Background: an optimization exercise with open tools, aiming at small area, a short achievable clock period and few clock cycles. Do not read the settings as production practice.
Function not checked in this run: the RTL went through the layout flow alone.
Power is estimated from default activity; no workload was simulated.

--- flow/run.sh ---
#!/bin/bash
# synth_recipe.tcl (not shown) runs the flow's synth.tcl, then flattens the netlist and writes it again
# the make line also repeats each setting of config.mk as NAME=value (left out here)
make -C /OpenROAD-flow-scripts/flow DESIGN_CONFIG=/design/flow/config.mk WORK_HOME=/design/flow/orfs CLKGATE_MAP_FILE= SYNTH_SCRIPT=/design/flow/synth_recipe.tcl finish
--- flow/config.mk ---
export PLATFORM = sky130hd
export DESIGN_NAME = block_render_top
export DESIGN_NICKNAME = block_render_top
export VERILOG_FILES = /design/flow/design.v
export SDC_FILE = /design/flow/constraint.sdc
export NUM_CORES = 4
export LEC_CHECK = 0
export CAP_MARGIN = 20
export CORE_MARGIN = 2
export CORE_UTILIZATION = 65
export CTS_CLUSTER_DIAMETER = 120
export CTS_CLUSTER_SIZE = 25
export SETUP_SLACK_MARGIN = 5
export SLEW_MARGIN = 20
--- flow/constraint.sdc ---
create_clock -name core_clock -period 8.0 [get_ports {sysclk}]
set_input_delay 1.6000 -clock core_clock [delete_from_list [all_inputs] [get_ports {sysclk}]]
set_output_delay 1.6000 -clock core_clock [all_outputs]
set_load 0.01 [all_outputs]
--- flow/design.v ---
`timescale 1ns/1ns
`default_nettype none
module board_store (
    input  logic        sysclk,
    input  logic        clear,       
    input  logic        wr_en,       
    input  logic [7:0]  adr,
    input  logic [2:0]  wr_dat,      
    input  logic [19:0] rd_sel,      
    output logic [29:0] rd_data,     
    output logic [19:0] adr_row,     
    output logic [9:0]  adr_col      
);
    localparam int board_cells = 200;
    logic [2:0]  cells [board_cells];
    logic [15:0] hraw;
    logic [15:0] lraw;
    logic [12:0] hsel;
    logic [15:0] lsel;
    logic [4:0]  h5;
    logic [9:0]  l10;
    always_comb begin
        for (int g = 0; g < 16; g++) hraw[g] = (adr[7:4] == 4'(g));
        for (int l = 0; l < 16; l++) lraw[l] = (adr[3:0] == 4'(l));
        for (int g = 0; g < 13; g++) hsel[g] = clear || (wr_en && hraw[g]);
        for (int l = 0; l < 16; l++) lsel[l] = clear || lraw[l];
    end
    always_ff @(posedge sysclk) begin
        for (int i = 0; i < board_cells; i++) begin
            if (hsel[i / 16] && lsel[i % 16]) cells[i] <= wr_dat;
        end
    end
    always_comb begin
        rd_data = '0;
        for (int r = 0; r < 20; r++) begin
            for (int c = 0; c < 10; c++) begin
                rd_data[c*3 +: 3] = rd_data[c*3 +: 3] | (cells[r*10 + c] & {3{rd_sel[r]}});
            end
        end
    end
    logic [15:0] lge;    
    logic [15:0] lle;    
    always_comb begin
        for (int x = 0; x < 16; x++) begin
            lge[x] = (adr[3:0] >= 4'(x));
            lle[x] = (adr[3:0] <= 4'(x));
        end
        for (int r = 0; r < 20; r++) begin
            int g0, g1;
            g0 = (10 * r) / 16;
            g1 = (10 * r + 9) / 16;
            if (g0 == g1) begin
                adr_row[r] = hraw[g0] && lge[10 * r - 16 * g0] && lle[10 * r + 9 - 16 * g0];
            end else begin
                adr_row[r] = (hraw[g0] && lge[10 * r - 16 * g0]) ||
                             (hraw[g1] && lle[10 * r + 9 - 16 * g1]);
            end
        end
    end
    always_comb begin
        h5  = '0;
        l10 = '0;
        adr_col = '0;
        for (int g = 0; g < 16; g++) h5[g % 5] = h5[g % 5] | hraw[g];
        for (int l = 0; l < 16; l++) l10[l % 10] = l10[l % 10] | lraw[l];
        for (int c = 0; c < 10; c++) begin
            for (int j = 0; j < 5; j++) begin
                adr_col[c] = adr_col[c] | (h5[j] && l10[(c + 40 - 6 * j) % 10]);
            end
        end
    end
endmodule
`default_nettype wire
`timescale 1ns/1ns
`default_nettype none
module block_render_top (
    input  logic        sysclk,
    input  logic        reset,
    input  logic        wb_cyc,
    input  logic        wb_stb,
    input  logic        wb_we,
    input  logic [7:0]  wb_adr,
    input  logic [7:0]  wb_dat_w,
    input  logic        scan_start,
    input  logic        vtx_ready,
    output logic [7:0]  wb_dat_r,
    output logic        wb_ack,
    output logic        scan_busy,
    output logic        scan_done,
    output logic        vtx_valid,
    output logic [10:0] vtx_x,
    output logic [10:0] vtx_y,
    output logic [5:0]  vtx_z,
    output logic [2:0]  vtx_color,
    output logic [3:0]  vtx_faces,
    output logic        vtx_last
);
    logic       rst_q;       
    logic [7:0] areg;        
    logic [2:0] dreg;        
    logic       wr_go;       
    logic       rd1, rd2;
    logic       new_req;
    assign new_req = wb_cyc && wb_stb && !wb_ack && !rd1 && !rd2;
    always_ff @(posedge sysclk) begin
        rst_q <= reset;
        areg  <= wb_adr;
        dreg  <= reset ? 3'd0 : wb_dat_w[2:0];
        if (reset) begin
            wb_ack <= 1'b0;
            wr_go  <= 1'b0;
            rd1    <= 1'b0;
            rd2    <= 1'b0;
        end else begin
            wb_ack <= (new_req && wb_we) || rd2;
            wr_go  <= new_req && wb_we;
            rd1    <= new_req && !wb_we;
            rd2    <= rd1;
        end
    end
    logic [19:0] a_rs;        
    logic [9:0]  a_col;       
    logic [20:0] rs;         
    logic [29:0] mux;        
    logic [9:0]  mocc;       
    board_store u_board_store (
        .sysclk  (sysclk),
        .clear   (rst_q),
        .wr_en   (wr_go),
        .adr     (areg),
        .wr_dat  (dreg),
        .rd_sel  (rs[19:0]),
        .rd_data (mux),
        .adr_row (a_rs),
        .adr_col (a_col)
    );
    always_comb begin
        for (int c = 0; c < 10; c++) mocc[c] = |mux[c*3 +: 3];
    end
    logic        ph_p;
    logic [9:0]  pocc;       
    logic [9:0]  nocc;       
    logic [9:0]  rem;        
    logic [9:0]  pick;       
    logic        have;
    logic        take;
    logic        emit_free;
    logic        do_pick;
    logic [2:0]  p_color;
    logic [3:0]  p_faces;
    logic [5:0]  p_x;
    logic [6:0]  p_y;
    assign have = |rem;
    always_comb begin
        logic seen;
        seen = 1'b0;
        for (int c = 0; c < 10; c++) begin
            pick[c] = rem[c] && !seen;
            seen    = seen || rem[c];
        end
    end
    always_comb begin
        p_color = '0;
        p_faces = '0;
        p_x     = '0;
        p_y     = '0;
        for (int c = 0; c < 10; c++) begin
            logic [3:0] f;
            f[3] = !pocc[c];
            f[2] = !nocc[c];
            f[1] = (c == 0) ? 1'b1 : !mocc[(c == 0) ? 0 : c - 1];
            f[0] = (c == 9) ? 1'b1 : !mocc[(c == 9) ? 9 : c + 1];
            p_color = p_color | (mux[c*3 +: 3] & {3{pick[c]}});
            p_faces = p_faces | (f & {4{pick[c]}});
            p_x     = p_x | (6'(25 + 3 * c) & {6{pick[c]}});
        end
        for (int r = 0; r < 20; r++) begin
            p_y = p_y | (7'(12 + 3 * r) & {7{rs[r]}});
        end
    end
    logic [5:0] ox;
    logic [6:0] oy;
    logic [2:0] ok;
    logic [2:0] ocolor;
    logic [3:0] ofaces;
    logic       olast;
    logic       ovalid;
    assign take      = ovalid && vtx_ready;
    assign emit_free = !ovalid || (olast && vtx_ready);
    assign do_pick   = scan_busy && ph_p && have && emit_free;
    always_ff @(posedge sysclk) begin
        if (reset) begin
            ovalid <= 1'b0;
        end else if (do_pick) begin
            ovalid <= 1'b1;
        end else if (take && olast) begin
            ovalid <= 1'b0;
        end
    end
    always_ff @(posedge sysclk) begin
        if (do_pick) begin
            ox     <= p_x;
            oy     <= p_y;
            ok     <= 3'd0;
            olast  <= 1'b0;
            ocolor <= p_color;
            ofaces <= p_faces;
        end else if (rd2) begin
            ocolor <= p_color;
        end else if (take) begin
            ok    <= ok + 3'd1;
            olast <= (ok == 3'd6);
            ox    <= ok[0] ? ox - 6'd3 : ox + 6'd3;
            if (ok[0]) oy <= ok[1] ? oy - 7'd3 : oy + 7'd3;
        end
    end
    always_ff @(posedge sysclk) begin
        if (reset) begin
            scan_busy <= 1'b0;
            scan_done <= 1'b0;
            rs        <= '0;
            ph_p      <= 1'b0;
        end else begin
            scan_done <= 1'b0;
            if (!scan_busy) begin
                ph_p <= 1'b0;
                if (scan_start) begin
                    scan_busy <= 1'b1;
                    rs        <= 21'd2;
                end else if (rd1) begin
                    rs        <= {1'b0, a_rs};
                end else begin
                    rs        <= 21'd1;
                end
            end else if (!ph_p) begin
                if (have) begin
                    ph_p <= 1'b1;
                    rs   <= rs >> 1;
                end else if (rs[20]) begin
                    scan_busy <= 1'b0;
                    scan_done <= 1'b1;
                    rs        <= 21'd1;
                end else begin
                    rs <= rs << 1;
                end
            end else if (!have) begin
                ph_p <= 1'b0;
                if (rs[19]) begin
                    scan_busy <= 1'b0;
                    scan_done <= 1'b1;
                    rs        <= 21'd1;
                end else begin
                    rs <= rs << 2;
                end
            end
        end
    end
    always_ff @(posedge sysclk) begin
        if (!scan_busy) begin
            if (scan_start) begin
                rem  <= mocc;
                pocc <= '0;
            end else if (rd1) begin
                rem  <= a_col;
            end
        end else if (!ph_p) begin
            if (have) begin
                nocc <= mocc;
            end else begin
                pocc <= '0;
                rem  <= mocc;
            end
        end else if (!have) begin
            pocc <= mocc;
            rem  <= nocc;
        end else if (do_pick) begin
            rem <= rem & ~pick;
        end
    end
    assign wb_dat_r  = {5'd0, ocolor};
    assign vtx_valid = ovalid;
    assign vtx_x     = {2'b00, ox, 3'b000};
    assign vtx_y     = {1'b0, oy, 3'b100};
    assign vtx_z     = {1'b0, ok[2], ok[2], 3'b000};
    assign vtx_color = ocolor;
    assign vtx_faces = ofaces;
    assign vtx_last  = olast;
endmodule
`default_nettype wire
==> flow_summary.yaml <==
outcome:
  status: "finished clean"
global_routing:
  grt.total_usage_pct: 36.4
  grt_pass1_vias: 18277
  grt-ovfl-total: 0
  antenna_found_initial: 0
  grt_pass1_wl_mm: 123
  grt_max_degree: 112
critical_path:
  worst_setup_path_end_kind: "flip-flop"
  r2r_cells: 8
  crit_family: "simple AND/OR/NAND/NOR gates"
  cp_slowest_stage_delay_ps: 470
  cp.arrival_ps: 3390
  crit_chain: "buf_6 -> a22oi_1 -> nand2_1 -> nor3_2 -> nand4_1 -> nor2_1 -> o22ai_1 -> a21o_1"
  crit_slowest_cell: "dfxtp_2"
  crit_cells: 8
  critical_path_class: "flip-flop to flip-flop"
  r2r_slack_ps: 5000
  cp_max_fo: 25
  startpoint_type: "flip-flop"
  cp.required_ps: 8390
  cp_num_buf_inv: 1
power:
  p_clk_share_pct: 25.7
  power.leakage_nw: 9.72
  intPower_w: 0.00531
  seqPwrFrac_pct: 62.6
  ir_worst_vdd_uv: 183
  p_sw_w: 0.00179
  powerDensity_nw_per_um2: 232
  switching_share_pct: 25.2
  p_comb_share_pct: 11.7
logic_synthesis:
  avgSynthCellArea_um2: 13.7
  ys_seq_area_share_pct: 71.3
  synth_edf_count: 650
  synthArstFlopShare_pct: 0
  syn_area_um2: 28600
  synth_ff_type: "edfxtp_1"
  synth_top_cell_area_share_pct: 68.1
  synth_top_cell_by_area: "edfxtp_1"
  synthTopCellsByCount: "650 x edfxtp_1, 286 x nor2_1, 133 x a22oi_1"
  synth_seq_cells: 695
  synth.distinct_cells: 78
  ys_warn_count: 3
  synth_area_leaders: "edfxtp_1 68%, nor2_1 3.7%, a22oi_1 3.5%"
  syn-instance-count: 2097
  synth.most_common_cell: "edfxtp_1"
cts:
  clkTransAtPathRegs_ps: 120
  cts_hold_buf: 0
  cts_htree_levels: 1
  cts-root-buf: "clkbuf_16"
  insertion_delay_ps: 640
  cts_buffers: 31
  clock-sinks: 695
  cts_tree: "done"
  cts_buffer_depth: 3
job:
  max_cap_viol_count: 0
sta:
  totalNegativeSetupSlack_ps: 0
  slew-limit-headroom_pct: 22.9
  worst_pin_slew_ps: 1160
  fin_skew_ps: 27.8
  setup_violations: 0
  slew_violations: 0
  fin_crit_sh_pct: 37.5
  finalCriticalPeriod_ps: 3000
  finalHoldViolCount: 0
  fmax_mhz: 334
  rsz0062_at_grt: "true"
routing:
  met3WireLength_mm: 9.94
  wl_met2_mm: 38.4
  drt_wl_total_mm: 83.9
  final_antenna_net_count: 0
  wl_per_cell_um: 31.4
  drtIter0Drc: 2932
  top_layer: "met4"
  drt-pass1-iter-count: 6
  vias_per_cell: 7.21
  drc: 0
  vias: 19258
  wl_met1_mm: 31.7
floorplan:
  start_util_pct: 66.2
  fp.dieArea_um2: 45800
  design.core.area_um2: 43300
  die_y_um: 214
  num_rows: 76
  die_w_um: 214
  io_pins: 71
finish:
  drive_gt1_share_pct: 8.25
  n_antenna_cell: 0
  nets: 2097
  final_area_um2: 30700
  area_growth_pct: 7.05
place:
  portBuffers: 47
  post_dp_cell_area_um2: 29600
  place_congestion: 0.949
  dp_hpwl_mm: 50.1
min_path:
  hold_depth: 2
  hold_class: "flip-flop to flip-flop"
-- layer usage --
metal / track usage [%] / vias to the layer above
met4: 15.0 / 0
met3: 7.14 / 211
li1: - / 8052
met2: 55.8 / 1337
met5: 0 / -
met1: 51.8 / 9658
-- registers in the layout (all words and copies together) (netlist names), 3 cells and up --
name / cells
rem: 10
dreg: 3
ox: 6
ofaces: 4
u_board_store.cells: 600
rs: 21
areg: 8
nocc: 10
oy: 7
pocc: 10
ocolor: 3
ok: 3
-- worst min-delay path, stage by stage, from the launching register on --
cell and delay [ps]:
dfxtp_1 340, nand2_1 60, a21oi_1 50
-- stage by stage --
| stage | cells | setup slack, ps | utilization, % | hold slack, ps | total power, W |
|---|---|---|---|---|---|
| 2_1_floorplan | 2113 | 5160 | - | 485 | 0.00498 |
| 3_3_place_gp | 2598 | 4000 | 68.3 | 459 | 0.00529 |
| 3_5_place_dp | 2598 | 4010 | 68.3 | 475 | 0.00531 |
| 4_1_cts | 2670 | 4950 | 70.7 | 486 | 0.00707 |
| 5_1_grt | 2670 | 4930 | 70.9 | 507 | 0.00730 |
| 6_report | 2670 | 5000 | 70.9 | 494 | 0.00710 |
-- timing repair --
action,in CTS,in global routing
setup buffers,15,0
gates resized for setup,53,22
pin swaps,1,0
endpoints found under the setup margin,132,222
-- cells in the final DEF (no fill, tap or decap), types with 24 or more instances in the layout --
| cell type | n |
|---|---|
| a22o_1 | 88 |
| a22oi_1 | 133 |
| inv_1 | 25 |
| dlygate4sd2_1 | 27 |
| nand2_1 | 121 |
| o22ai_1 | 26 |
| nor2_1 | 280 |
| o21ai_0 | 31 |
| clkbuf_1 | 24 |
| and3_1 | 29 |
| nor3_1 | 41 |
| edfxtp_1 | 650 |
| a21oi_1 | 60 |
| clkbuf_16 | 31 |
| nand4_1 | 27 |
| a221oi_1 | 86 |
| buf_4 | 47 |
-- area by class of cell --
class                   count  area [um2]
repair buffers            100         852
clock buffers              56         880
inverters                  27         101
clock inverters             1        5.00
fillers                  2971       12600
multi-input cells        1206        7630
well taps                 585         732
flip-flops and latches    695       20500
-- kinds of logic after synthesis --
| family | count (synthesis) | synth area share [%] |
|---|---|---|
| muxes | 10 | 0.402 |
| other | 2 | 0.0262 |
| and+or+nand+nor | 615 | 9.80 |
| AOI/OAI and AO/OA | 535 | 14.1 |
| adders and majority gates | 13 | 0.620 |
| xor gates and xnor gates | 15 | 0.459 |
| DFF | 695 | 71.3 |
| buffers and inverters | 212 | 3.35 |
-- power groups by stage --
stage	clock (W)	sequential (W)	combinational (W)
after CTS	0.00182	0.00444	0.000810
after floorplan	0	0.00447	0.000507
after global routing	0.00194	0.00447	0.000891
final	0.00182	0.00445	0.000832
after detailed placement	0	0.00453	0.000786
after global placement	0	0.00452	0.000770
-- worst paths after layout --
kind | startpoint | end
setup / recovery | rs[19]$_SDFFE_PP0P_ | rem[6]$_DFFE_PP_
hold / removal | olast$_SDFFE_PP0P_ | olast$_SDFFE_PP0P_
setup reg to reg | rs[19]$_SDFFE_PP0P_ | rem[6]$_DFFE_PP_
hold reg to reg | olast$_SDFFE_PP0P_ | olast$_SDFFE_PP0P_

==> port drivers added, routing unchanged <==
Ports are ideal in the flow. The routed layout listed here was re-timed in OpenROAD. Step 1: set_driving_cell puts a clkbuf_16 on sysclk and a buf_2 on each other input, an assumption about the parent block. Step 2 moves the port delays by t, midway between the first and last clock arrival at a register: inputs arrive t later, outputs are due t later. That takes back most of the time a late clock gives input paths. Three values: ideal, step 1, step 2; two values: the first two.
t, ns: 0.691
setup WS [ns]: 5.004 / 4.967 / 4.342
clock arrival spread, ns: 0.028 / 0.028
worst register clock-pin slew, ns: 0.12 / 0.12
worst slew at a driven data input, ns: 0.06
After both steps setup and hold are still met in this run. For this run, drivers alone change the setup slack by -0.037 ns; drivers and shift together by -0.662 ns.
